Background: an optimization exercise with open tools, aiming at small area. Do not read the settings as production practice.
Only simulation tests tie the RTL to the original design; equivalence was not proved.
Power figures rest on the tool's default switching activity, not on a simulated workload.

==> module rs_syndrome_calc, before the edit <==
module rs_syndrome_calc
(
   input  logic         clk,
   input  logic         rst,
   input  logic         din_valid,
   input  logic         din_sof,
   input  logic [7:0]   data_in,
   output logic         synd_valid,
   input  logic         synd_ready,
   output logic [255:0] syndromes,
   output logic         synd_err,
   output logic         overrun,
   output logic         sync_err
);
   localparam logic [7:0] C_SLOT1   = 8'h03;    
   localparam logic [7:0] C_SLOT254 = 8'h8f;    
   logic [7:0]   r_cnt;
   logic [7:0]   w_cnt_step;
   logic [255:0] r_acc;
   logic [255:0] r_synd;
   logic         r_valid;
   logic         r_overrun;
   logic         r_sync_err;
   logic [7:0]   w_slot;
   logic         w_first;
   logic         w_last;
   logic         w_sync;
   logic         w_load;
   logic         w_drop;
   logic [255:0] w_acc_next;
   assign w_slot     = (din_valid && din_sof) ? 8'd0 : r_cnt;
   assign w_first    = (w_slot == 8'd0);
   assign w_last     = din_valid && (w_slot == C_SLOT254);
   assign w_sync     = din_valid && din_sof && (r_cnt != 8'd0);
   assign w_cnt_step = rs_syndrome_calc_pkg::gf2_8_mul(w_slot, 8'h02) ^ C_SLOT1;
   assign w_load  = w_last && (!r_valid || synd_ready);
   assign w_drop  = w_last && r_valid && !synd_ready;
   genvar j;
   generate
      for (j = 1; j <= rs_syndrome_calc_pkg::NSYM; j++) begin : g_cell
         rs_synd_cell #(
            .J (j)
         ) u_cell (
            .i_acc      (r_acc[8*j-1 -: 8]),
            .i_keep     (!w_first),
            .i_data     (data_in),
            .o_acc_next (w_acc_next[8*j-1 -: 8])
         );
      end
   endgenerate
   always_ff @(posedge clk) begin
      if (din_valid) r_acc <= w_acc_next;
   end
   always_ff @(posedge clk) begin
      if (w_load) r_synd <= w_acc_next;
   end
   always_ff @(posedge clk or posedge rst) begin
      if (rst) begin
         r_cnt      <= 8'd0;
         r_valid    <= 1'b0;
         r_overrun  <= 1'b0;
         r_sync_err <= 1'b0;
      end else begin
         if (din_valid)
            r_cnt <= w_cnt_step;
         r_sync_err <= w_sync;
         r_overrun  <= w_drop;
         if (w_load)
            r_valid <= 1'b1;
         else if (r_valid && synd_ready)
            r_valid <= 1'b0;
      end
   end
   assign synd_valid = r_valid;
   assign syndromes  = r_synd;
   assign synd_err   = |r_synd;
   assign overrun    = r_overrun;
   assign sync_err   = r_sync_err;
endmodule
clock: 6.0 ns
lec_check: 0
cap_margin: 20
core_margin: 2
core_utilization: 40
slew_margin: 20
synth_hierarchical: 1
synth_minimum_keep_size: 0
standard.sh (not shown) runs the stock make flow with config.mk's settings and CLKGATE_MAP_FILE= SYNTH_SCRIPT=/design/flow/synth_recipe.tcl, a recipe that flattens the netlist after the stock synthesis.
==> flow/flow/run.sh <==
#!/bin/bash
# Standard ORFS layout with three changes to how it is made:
#  - port buffers use the smallest buffer (buf_1) instead of the one buffer_ports picks;
#  - CTS uses small clock buffers and inserts no dummy load cells.
# Every tool's output goes to flow_make.log in the work folder (ORFS keeps its own
# per-step logs under orfs/logs/).
set -euo pipefail
export BUFFER_PORTS_ARGS="-buffer_cell sky130_fd_sc_hd__buf_1"
export CTS_ARGS="-sink_clustering_enable -repair_clock_nets -dont_use_dummy_load -sink_clustering_size 16 -sink_clustering_max_diameter 80 -buf_list {sky130_fd_sc_hd__clkbuf_8}"
bash standard.sh finish > flow_make.log 2>&1
Edit:
--- a/flow/design.v
+++ b/flow/design.v
@@ -814,8 +814,5 @@
    output logic         sync_err
 );
-   localparam logic [7:0] C_SLOT1   = 8'h03;    
-   localparam logic [7:0] C_SLOT254 = 8'h8f;    
    logic [7:0]   r_cnt;
-   logic [7:0]   w_cnt_step;
    logic [255:0] r_acc;
    logic [255:0] r_synd;
@@ -830,9 +827,8 @@
    logic         w_drop;
    logic [255:0] w_acc_next;
-   assign w_slot     = (din_valid && din_sof) ? 8'd0 : r_cnt;
-   assign w_first    = (w_slot == 8'd0);
-   assign w_last     = din_valid && (w_slot == C_SLOT254);
-   assign w_sync     = din_valid && din_sof && (r_cnt != 8'd0);
-   assign w_cnt_step = rs_syndrome_calc_pkg::gf2_8_mul(w_slot, 8'h02) ^ C_SLOT1;
+   assign w_slot  = (din_valid && din_sof) ? 8'd0 : r_cnt;
+   assign w_first = (w_slot == 8'd0);
+   assign w_last  = din_valid && (w_slot == rs_syndrome_calc_pkg::LAST_SLOT);
+   assign w_sync  = din_valid && din_sof && (r_cnt != 8'd0);
    assign w_load  = w_last && (!r_valid || synd_ready);
    assign w_drop  = w_last && r_valid && !synd_ready;
@@ -864,5 +860,5 @@
       end else begin
          if (din_valid)
-            r_cnt <= w_cnt_step;
+            r_cnt <= (w_slot == rs_syndrome_calc_pkg::LAST_SLOT) ? 8'd0 : w_slot + 8'd1;
          r_sync_err <= w_sync;
          r_overrun  <= w_drop;
Outcome: The new run passed the timing, DRC and antenna checks; final cell count is about the same; first-iteration DRC count went down by 15%; setup slack gets better by 140 ps; sequential power increases by about 0.7%; routed wire length decreases by 1.1%; final area hardly moves; via count rises by 0.62%.

port drivers added, routing unchanged:
The flow's constraints put no driver on any port. The routed layouts listed below were extracted and timed again, unchanged, in two steps.
Step 1: set_driving_cell puts a clkbuf_16 on clk and a buf_2 on each other input, an assumption about the parent block.
Step 2 times the ports against the registers' clock, not the clock port: input delays grow and output delays shrink by t, the midpoint of the rising clock arrivals with the driver on.
Slacks: ideal / step 1 / step 2; pairs: ideal / step 1.
| run | shift t [ns] | setup WS [ns] | worst setup path after step 2 |
|---|---|---|---|
| the first run | 0.649 | 1.643 / 1.588 / 1.638 | input to register |
| the second run | 0.663 | 1.785 / 1.733 / 1.373 | input to register |
After both steps setup and hold are still met in every run listed. The setup slack of the second run, which loses most, moves by -0.052 ns with the drivers and by -0.412 ns with both steps.
